Background: an optimization exercise with open tools, aiming at small area and a short achievable clock period. Do not read the settings as production practice. The RTL was checked by simulation tests, not by an equivalence proof against the original design. No activity file was given, so power comes from the tool's default toggle rates.

==> flow/design.v <==
`default_nettype none
package cpuPkg;
  localparam int dataWidth    = 16;   
  localparam int instWidth    = 32;   
  localparam int regCount     = 16;
  localparam int regAddrWidth = 4;    
  localparam int memDepth     = 64;   
  localparam int memAddrWidth = 6;    
  localparam int shamtWidth   = 5;
  localparam int regResetStep = 10;
  typedef enum logic [5:0] {
    opRtype = 6'b000000,
    opLh    = 6'b100001,
    opSh    = 6'b101001,
    opAddi  = 6'b001000,
    opAndi  = 6'b001100,
    opOri   = 6'b001101,
    opSlti  = 6'b001010,
    opLui   = 6'b001111
  } opcodeT;
  typedef enum logic [5:0] {
    fnAdd = 6'b100000,
    fnSub = 6'b100010,
    fnAnd = 6'b100100,
    fnOr  = 6'b100101,
    fnNor = 6'b100111,
    fnSlt = 6'b101010,
    fnSll = 6'b000000,
    fnSrl = 6'b000010
  } functT;
  typedef enum logic [3:0] {
    aluAdd,
    aluSub,
    aluAnd,
    aluOr,
    aluNor,
    aluSlt,
    aluSll,
    aluSrl,
    aluPassB   
  } aluOpT;
endpackage
`default_nettype wire
`timescale 1ns/10ps
`default_nettype none
module aluCore (
  input  wire logic [cpuPkg::dataWidth-1:0]   opA,
  input  wire logic [cpuPkg::dataWidth-1:0]   opB,
  input  cpuPkg::aluOpT                       aluOp,
  input  wire logic [cpuPkg::shamtWidth-1:0]  shamt,
  output logic      [cpuPkg::dataWidth-1:0]   aluResult,
  output logic                                aluOverflow
);
  localparam int msb = cpuPkg::dataWidth - 1;
  logic [cpuPkg::dataWidth-1:0] sum;
  logic [cpuPkg::dataWidth-1:0] diff;
  logic                         addOvf, subOvf;
  logic                         lessThan;
  assign sum  = opA + opB;
  assign diff = opA - opB;
  assign addOvf = (opA[msb] == opB[msb]) && (sum[msb] != opA[msb]);
  assign subOvf = (opA[msb] != opB[msb]) && (diff[msb] != opA[msb]);
  assign lessThan = opA < opB;   
  always_comb begin
    case (aluOp)
      cpuPkg::aluAdd:   aluResult = sum;
      cpuPkg::aluSub:   aluResult = diff;
      cpuPkg::aluAnd:   aluResult = opA & opB;
      cpuPkg::aluOr:    aluResult = opA | opB;
      cpuPkg::aluNor:   aluResult = ~(opA | opB);
      cpuPkg::aluSlt:   aluResult = {{msb{1'b0}}, lessThan};
      cpuPkg::aluSll:   aluResult = opB << shamt;   
      cpuPkg::aluSrl:   aluResult = opB >> shamt;
      cpuPkg::aluPassB: aluResult = opB;
      default:          aluResult = '0;
    endcase
  end
  always_comb begin
    case (aluOp)
      cpuPkg::aluAdd: aluOverflow = addOvf;
      cpuPkg::aluSub: aluOverflow = subOvf;
      default:        aluOverflow = 1'b0;
    endcase
  end
endmodule
`default_nettype wire
`timescale 1ns/10ps
`default_nettype none
module regFile (
  input  wire logic                              clk,
  input  wire logic                              arstN,
  input  wire logic [cpuPkg::regAddrWidth-1:0]   rs,
  input  wire logic [cpuPkg::regAddrWidth-1:0]   rt,
  output logic      [cpuPkg::dataWidth-1:0]      rdA,
  output logic      [cpuPkg::dataWidth-1:0]      rdB,
  input  wire logic                              wrEn,
  input  wire logic [cpuPkg::regAddrWidth-1:0]   wrAddr,
  input  wire logic [cpuPkg::dataWidth-1:0]      wrData
);
  logic [cpuPkg::dataWidth-1:0] regs [cpuPkg::regCount];
  always_ff @(posedge clk or negedge arstN) begin
    if (!arstN) begin
      for (int i = 0; i < cpuPkg::regCount; i++) begin
        regs[i] <= cpuPkg::dataWidth'(i * cpuPkg::regResetStep);
      end
    end else if (wrEn && (wrAddr != '0)) begin
      regs[wrAddr] <= wrData;   
    end
  end
  assign rdA = regs[rs];
  assign rdB = regs[rt];
endmodule
`default_nettype wire
`timescale 1ns/10ps
`default_nettype none
module dataMem (
  input  wire logic                              clk,
  input  wire logic                              arstN,
  input  wire logic [cpuPkg::memAddrWidth-1:0]   memAddr,
  input  wire logic [cpuPkg::dataWidth-1:0]      memWrData,
  input  wire logic                              memWe,
  output logic      [cpuPkg::dataWidth-1:0]      memRdData
);
  logic [cpuPkg::dataWidth-1:0] mem [cpuPkg::memDepth];
  always_ff @(posedge clk or negedge arstN) begin
    if (!arstN) begin
      for (int i = 0; i < cpuPkg::memDepth; i++) begin
        mem[i] <= '0;
      end
    end else if (memWe) begin
      mem[memAddr] <= memWrData;   
    end
  end
  assign memRdData = mem[memAddr];   
endmodule
`default_nettype wire
`timescale 1ns/10ps
`default_nettype none
module instDecoder (
  input  wire logic                              clk,
  input  wire logic                              arstN,
  input  wire logic [cpuPkg::instWidth-1:0]      inst,
  input  wire logic                              instValid,
  output cpuPkg::aluOpT                          decAluOp,
  output logic                                   decValid,
  output logic                                   decUseImm,
  output logic      [cpuPkg::dataWidth-1:0]      decImm,
  output logic      [cpuPkg::regAddrWidth-1:0]   decRs,
  output logic      [cpuPkg::regAddrWidth-1:0]   decRt,
  output logic      [cpuPkg::regAddrWidth-1:0]   decRd,
  output logic      [cpuPkg::shamtWidth-1:0]     decShamt,
  output logic                                   decRegWrite,
  output logic                                   decDestIsRd,
  output logic                                   decMemRead,
  output logic                                   decMemWrite,
  output logic                                   decIllegal,
  output logic                                   decCheckOvf
);
  logic [5:0] opcode;
  logic [5:0] funct;
  cpuPkg::aluOpT aluOp;
  logic useImm, regWrite, destIsRd, memRead, memWrite, illegalOp, checkOvf;
  assign opcode = inst[31:26];
  assign funct  = inst[5:0];
  always_comb begin
    aluOp     = cpuPkg::aluAdd;   
    useImm    = 1'b0;
    regWrite  = 1'b0;
    destIsRd  = 1'b0;
    memRead   = 1'b0;
    memWrite  = 1'b0;
    illegalOp = 1'b0;
    checkOvf  = 1'b0;
    case (opcode)
      cpuPkg::opRtype: begin
        regWrite = 1'b1;
        destIsRd = 1'b1;
        case (funct)
          cpuPkg::fnAdd: begin
            aluOp    = cpuPkg::aluAdd;
            checkOvf = 1'b1;
          end
          cpuPkg::fnSub: begin
            aluOp    = cpuPkg::aluSub;
            checkOvf = 1'b1;
          end
          cpuPkg::fnAnd: aluOp = cpuPkg::aluAnd;
          cpuPkg::fnOr:  aluOp = cpuPkg::aluOr;
          cpuPkg::fnNor: aluOp = cpuPkg::aluNor;
          cpuPkg::fnSlt: aluOp = cpuPkg::aluSlt;
          cpuPkg::fnSll: aluOp = cpuPkg::aluSll;   
          cpuPkg::fnSrl: aluOp = cpuPkg::aluSrl;
          default: begin
            illegalOp = 1'b1;   
            regWrite  = 1'b0;
            destIsRd  = 1'b0;
          end
        endcase
      end
      cpuPkg::opLh: begin
        useImm   = 1'b1;
        regWrite = 1'b1;
        memRead  = 1'b1;
      end
      cpuPkg::opSh: begin
        useImm   = 1'b1;
        memWrite = 1'b1;   
      end
      cpuPkg::opAddi: begin
        useImm   = 1'b1;
        regWrite = 1'b1;
        checkOvf = 1'b1;
      end
      cpuPkg::opAndi: begin
        aluOp    = cpuPkg::aluAnd;
        useImm   = 1'b1;
        regWrite = 1'b1;
      end
      cpuPkg::opOri: begin
        aluOp    = cpuPkg::aluOr;
        useImm   = 1'b1;
        regWrite = 1'b1;
      end
      cpuPkg::opSlti: begin
        aluOp    = cpuPkg::aluSlt;
        useImm   = 1'b1;
        regWrite = 1'b1;
      end
      cpuPkg::opLui: begin
        aluOp    = cpuPkg::aluPassB;   
        useImm   = 1'b1;
        regWrite = 1'b1;
      end
      default: illegalOp = 1'b1;
    endcase
  end
  always_ff @(posedge clk or negedge arstN) begin
    if (!arstN) begin
      decValid    <= 1'b0;
      decRegWrite <= 1'b0;
      decMemWrite <= 1'b0;
      decMemRead  <= 1'b0;
      decIllegal  <= 1'b0;
      decCheckOvf <= 1'b0;
    end else begin
      decValid <= instValid;   
      if (instValid) begin
        decRegWrite <= regWrite;
        decMemWrite <= memWrite;
        decMemRead  <= memRead;
        decIllegal  <= illegalOp;
        decCheckOvf <= checkOvf;
      end
    end
  end
  always_ff @(posedge clk) begin
    if (instValid) begin
      decAluOp    <= aluOp;
      decUseImm   <= useImm;
      decDestIsRd <= destIsRd;
      decImm      <= inst[15:0];
      decRs       <= inst[24:21];   
      decRt       <= inst[19:16];
      decRd       <= inst[14:11];
      decShamt    <= inst[10:6];
    end
  end
endmodule
`default_nettype wire
`timescale 1ns/10ps
`default_nettype none
module execStage (
  input  wire logic                              clk,
  input  wire logic                              arstN,
  input  wire logic                              decValid,
  input  cpuPkg::aluOpT                          decAluOp,
  input  wire logic                              decUseImm,
  input  wire logic [cpuPkg::dataWidth-1:0]      decImm,
  input  wire logic [cpuPkg::regAddrWidth-1:0]   decRs,
  input  wire logic [cpuPkg::regAddrWidth-1:0]   decRt,
  input  wire logic [cpuPkg::regAddrWidth-1:0]   decRd,
  input  wire logic [cpuPkg::shamtWidth-1:0]     decShamt,
  input  wire logic                              decRegWrite,
  input  wire logic                              decDestIsRd,
  input  wire logic                              decMemRead,
  input  wire logic                              decMemWrite,
  input  wire logic                              decIllegal,
  input  wire logic                              decCheckOvf,
  output logic                                   resultValid,
  output logic      [cpuPkg::dataWidth-1:0]      result,
  output logic                                   overflow,
  output logic                                   illegal
);
  logic [cpuPkg::dataWidth-1:0]    rdA, rdB;
  logic [cpuPkg::dataWidth-1:0]    opB;
  logic [cpuPkg::dataWidth-1:0]    aluResult;
  logic                            aluOverflow;
  logic [cpuPkg::dataWidth-1:0]    memRdData;
  logic [cpuPkg::dataWidth-1:0]    wbData;
  logic [cpuPkg::regAddrWidth-1:0] wrAddr;
  logic                            wrEn, memWe;
  assign opB    = decUseImm ? decImm : rdB;              
  assign wbData = decMemRead ? memRdData : aluResult;    
  assign wrAddr = decDestIsRd ? decRd : decRt;           
  assign wrEn   = decValid & decRegWrite;
  assign memWe  = decValid & decMemWrite;
  regFile regs (
    .clk(clk), .arstN(arstN),
    .rs(decRs), .rt(decRt), .rdA(rdA), .rdB(rdB),
    .wrEn(wrEn), .wrAddr(wrAddr), .wrData(wbData)
  );
  aluCore alu (
    .opA(rdA), .opB(opB), .aluOp(decAluOp), .shamt(decShamt),
    .aluResult(aluResult), .aluOverflow(aluOverflow)
  );
  dataMem mem (
    .clk(clk), .arstN(arstN),
    .memAddr(aluResult[cpuPkg::memAddrWidth-1:0]),   
    .memWrData(rdB), .memWe(memWe), .memRdData(memRdData)
  );
  always_ff @(posedge clk or negedge arstN) begin
    if (!arstN) begin
      resultValid <= 1'b0;
      overflow    <= 1'b0;
      illegal     <= 1'b0;
    end else begin
      resultValid <= decValid;
      if (decValid) begin
        overflow <= decCheckOvf & aluOverflow;   
        illegal  <= decIllegal;
      end
    end
  end
  always_ff @(posedge clk) begin
    if (decValid) result <= decIllegal ? '0 : wbData;
  end
endmodule
`default_nettype wire
`timescale 1ns/10ps
`default_nettype none
module cpuTop (
  input  wire logic                          clk,
  input  wire logic                          arstN,
  input  wire logic [cpuPkg::instWidth-1:0]  inst,
  input  wire logic                          instValid,
  output logic                               resultValid,
  output logic      [cpuPkg::dataWidth-1:0]  result,
  output logic                               overflow,
  output logic                               illegal
);
  cpuPkg::aluOpT                     decAluOp;
  logic                              decValid, decUseImm;
  logic [cpuPkg::dataWidth-1:0]      decImm;
  logic [cpuPkg::regAddrWidth-1:0]   decRs, decRt, decRd;
  logic [cpuPkg::shamtWidth-1:0]     decShamt;
  logic                              decRegWrite, decDestIsRd;
  logic                              decMemRead, decMemWrite;
  logic                              decIllegal, decCheckOvf;
  instDecoder dec (
    .clk(clk), .arstN(arstN), .inst(inst), .instValid(instValid),
    .decValid(decValid), .decAluOp(decAluOp), .decUseImm(decUseImm),
    .decImm(decImm), .decRs(decRs), .decRt(decRt), .decRd(decRd),
    .decShamt(decShamt), .decRegWrite(decRegWrite), .decDestIsRd(decDestIsRd),
    .decMemRead(decMemRead), .decMemWrite(decMemWrite),
    .decIllegal(decIllegal), .decCheckOvf(decCheckOvf)
  );
  execStage exec (
    .clk(clk), .arstN(arstN),
    .decValid(decValid), .decAluOp(decAluOp), .decUseImm(decUseImm),
    .decImm(decImm), .decRs(decRs), .decRt(decRt), .decRd(decRd),
    .decShamt(decShamt), .decRegWrite(decRegWrite), .decDestIsRd(decDestIsRd),
    .decMemRead(decMemRead), .decMemWrite(decMemWrite),
    .decIllegal(decIllegal), .decCheckOvf(decCheckOvf),
    .resultValid(resultValid), .result(result),
    .overflow(overflow), .illegal(illegal)
  );
endmodule
`default_nettype wire
==> flow/run.sh <==
#!/bin/bash
# synth_recipe.tcl (not shown) runs the flow's synth.tcl, then flattens the netlist and writes it again
# the make line also repeats each setting of config.mk as NAME=value (left out here)
make -C /OpenROAD-flow-scripts/flow DESIGN_CONFIG=/design/flow/config.mk WORK_HOME=/design/flow/orfs CLKGATE_MAP_FILE= SYNTH_SCRIPT=/design/flow/synth_recipe.tcl finish
==> flow/config.mk <==
export PLATFORM = sky130hd
export DESIGN_NAME = cpuTop
export DESIGN_NICKNAME = cpuTop
export VERILOG_FILES = /design/flow/design.v
export SDC_FILE = /design/flow/constraint.sdc
export NUM_CORES = 4
export LEC_CHECK = 0
export CAP_MARGIN = 20
export CORE_MARGIN = 2
export CORE_UTILIZATION = 35
export SETUP_SLACK_MARGIN = 0.2
export SLEW_MARGIN = 20
==> flow/constraint.sdc <==
create_clock -name core_clock -period 8.5 [get_ports {clk}]
set_input_delay 1.7000 -clock core_clock [delete_from_list [all_inputs] [get_ports {clk}]]
set_output_delay 1.7000 -clock core_clock [all_outputs]
set_load 0.01 [all_outputs]
==> results.json <==
{
  "holdCritPathClass": "flip-flop to flip-flop",
  "syn-cell-area_mm2": 0.0646,
  "area.growth.synth_to_final_pct": 19.9,
  "hold_viol": 0,
  "cts_buffers": 149,
  "setup_viol": 0,
  "grt_pass1_wl_um": 429000,
  "cpMostUsedCell": "buf_4",
  "powerDensity_mw_per_mm2": 232,
  "synth_area_leader_cell": "dfrtp_1",
  "worst-endpoint-required_ps": 9060,
  "place.gp.congestion": 1.01,
  "final_cell_area_mm2": 0.0775,
  "fp.dieH_um": 434,
  "die-area_mm2": 0.188,
  "grtUsageTotal_pct": 31.7,
  "slew_headroom_pct": 12.8,
  "grt_pass1_vias": 57600,
  "detail-route-antenna-nets": 0,
  "grt_max_degree": 205,
  "drive_above_1_share_pct": 15.8,
  "syn_avg_cell_area_um2": 9.14,
  "routed-via-count": 60600,
  "drtIter0Drc": 8014,
  "routed_via_density": 6.11,
  "rsz0062_at_grt": "yes",
  "clk_path_buf_depth": 3,
  "synth_top_area_share_pct": 48.1,
  "fin_crit_sh_pct": 97.3,
  "crit_path_start_kind": "flip-flop",
  "antenna_found_initial": 11,
  "ys_ff_latch": 1335,
  "post_dp_cell_area_mm2": 0.0721,
  "synth_fp_nets": 7157,
  "synthArstFlopShare_pct": 96.6,
  "fp-row-count": 157,
  "drtPass1Iterations": 6,
  "cts_sinks": 1335,
  "fmaxAchievable_mhz": 121,
  "crit_fanout": 27,
  "slowest_stage": "or4_1",
  "cts-root-buf": "clkbuf_16",
  "skew_ps": 62.6,
  "core_area_mm2": 0.183,
  "vdd_drop_max_uv": 238,
  "port_buffers": 51,
  "fp.dieW_um": 434,
  "status": "complete, no violations",
  "setup_tns_ps": 0,
  "start_util_pct": 35.3,
  "power_leakage_nw": 33.1,
  "critPathTopFamily": "simple AND/OR/NAND/NOR gates",
  "synth-edff-count": 46,
  "critical_path_class": "flip-flop to flip-flop",
  "final_nets": 7410,
  "netlist_instances": 7072,
  "fin_util_pct": 42.3,
  "slew_viol_final": 0,
  "h-tree-depth": 4,
  "synthDistinctLibCells": 112,
  "drcViolationCount": 0,
  "worst-path-buf-inv": 7,
  "ios": 54,
  "worst_slew_pin_slew_ps": 1300,
  "max_stage_delay_ps": 630,
  "ys_warn_count": 7,
  "drv_cap": 0,
  "routed_wl_um": 301000,
  "synthFlopType": "dfrtp_1",
  "postCtsHoldBufs": 0,
  "cp.arrival_ps": 8830,
  "grt_overflow": 0,
  "cts_tree": "built",
  "hpwl_um": 208000,
  "clk_pin_slew_ps": 60,
  "wl_per_cell_um": 30.3,
  "min_period_ps": 8270,
  "yosys-top-cells-area": "dfrtp_1 (48%), o21ai_0 (9.5%), nand2_1 (8.5%)",
  "endpoint_kind": "flip-flop",
  "clk_latency_ps": 830,
  "synth.yosys.seq_area_share_pct": 52.1
}
-- placed cells by master, fill, tap and decap left out, types with 34 or more instances in the layout --
master / instances
clkbuf_16: 151
a31oi_1: 69
a2111oi_0: 38
a221oi_1: 62
o21ai_0: 1224
ha_1: 48
nor3_1: 67
dfrtp_1: 1242
mux2i_1: 55
buf_12: 69
clkdlybuf4s50_1: 49
inv_1: 65
and2_1: 47
nand4_1: 142
nor2_1: 228
edfxtp_1: 46
nand2b_1: 34
a21oi_1: 139
a22o_1: 59
and3_1: 111
mux2_2: 63
dfstp_2: 47
a22oi_1: 250
nand2_1: 1458
a32oi_1: 35
clkbuf_1: 47
buf_4: 613
nand3_1: 259
-- synth_stat cells (32+ instances only) --
cell,number
edfxtp_1,46
dfstp_2,47
dfrtp_1,1242
nand3b_1,32
nor3_1,102
and2_1,47
ha_1,48
nor2_1,240
a21oi_1,139
mux2_2,63
mux2i_1,55
nand2_1,1460
a22o_1,59
a2111oi_0,46
clkbuf_1,524
o21ai_0,1229
nand4_1,142
a32oi_1,35
a22oi_1,250
buf_2,60
a221oi_1,62
inv_1,65
nand3_1,259
nand2b_1,34
and3_1,111
a31oi_1,71
-- what timing repair did --
action                     4_1_cts  5_1_grt
setup endpoints to repair      136      189
gates resized for setup          3       14
buffers inserted                 4        4
pin swaps                        1        1
-- routing by layer --
metal	global-route usage, %	part of all wire, %	up-vias
li1	-	-	26000
met1	42.7	40	30200
met2	45.9	42	3483
met3	7.79	11	902
met4	19.0	7.2	6
met5	0	0.012	-
-- worst paths after layout --
path / slack, ps / cells after the start / endpoint / from
max reg2reg: 230 / 28 / exec.result[1] / dec.decRt[3]
min reg2reg: 400 / 0 / exec.regs.regs[0][8] / exec.regs.regs[0][8]
max: 230 / 28 / exec.result[1] / dec.decRt[3]
max in group asynchronous: 5550 / 3 / exec.mem.mem[6][12] / arstN
min in group asynchronous: 790 / 1 / exec.regs.regs[1][13] / arstN
min: 400 / 0 / exec.regs.regs[0][8] / exec.regs.regs[0][8]
-- metrics by stage --
step                      worst slack, ps  std cells  total power [mW]  hold WS, ps
after floorplan                      1790       7072              8.64          442
final                                 228       9912              18.0          400
after detailed placement             39.9       9628              11.0          386
after CTS                             287       9904              17.8          399
after global routing                  169       9911              18.4          415
after global placement               40.4       9626              11.0          387
-- power by group --
part	switching [mW]	leakage [nW]	total [mW]	internal [mW]
logic	2.95	12.4	4.19	1.24
registers	0.244	18.2	6.93	6.68
clock network	2.88	2.50	6.87	3.99
-- worst register-to-register path: cells and delay by family (launching register included) --
family          cells  cell delay (ps)
simple gates        8             2740
flops               1              420
compound gates     10             2710
mux                 1              190
fa+ha+maj           2              590
buf+inv             7             1340
-- cells by family (layout without fill, tap and decap cells) --
kind of cell	count (synthesis)	count (layout)	synth area share, %
AO/OA/AOI/OAI	2229	2229	21.5
XOR/XNOR	8	8	0.108
adder cells (fa/ha/maj)	50	50	0.991
buffers and inverters	709	1083	4.49
flip-flops	1335	1335	52.1
multiplexers	131	131	2.33
other	0	2	0
AND/OR/NAND/NOR	2610	2610	18.4
-- state kept, by name, summed over array words and instances, names as in the netlist, 3 cells and up --
name / cells
dec.decRt: 4
exec.mem.mem: 1024
exec.regs.regs: 256
dec.decShamt: 4
dec.decImm: 9
dec.decRd: 3
exec.result: 16
dec.decAluOp: 4
dec.decRs: 4
-- area by class of cell --
cell class / count / area [um2]
Antenna cell: 2 / 5.00
Tap cell: 2464 / 3080
Inverter: 74 / 278
Timing Repair Buffer: 737 / 6570
Multi-Input combinational cell: 5028 / 28700
Clock buffer: 230 / 4400
Fill cell: 18000 / 106000
Sequential cell: 1335 / 33700
Clock inverter: 42 / 771

port drivers added, routing unchanged:
Ports are ideal in the flow. The routed layout listed here was re-timed in OpenROAD. Step 1 (the two cells are an assumption about what drives the block):
set clk [get_ports {clk}]
set_driving_cell -lib_cell sky130_fd_sc_hd__clkbuf_16 $clk
set_driving_cell -lib_cell sky130_fd_sc_hd__buf_2 [delete_from_list [all_inputs] $clk]
Step 2, shift: input delay + t, output delay - t, t = (earliest + latest rising clock arrival at the registers) / 2. This alone moves slack from input paths to output paths. Three values: ideal, step 1, step 2; two values: the first two.
t (ns): 0.884
setup WS [ns]: 0.228 / 0.228 / 0.228
slew at the worst register clock pin (ns): 0.07 / 0.07
After both steps this run still meets setup and hold. The setup slack of this run moves by 0.000 ns with the drivers and by 0.000 ns with both steps.
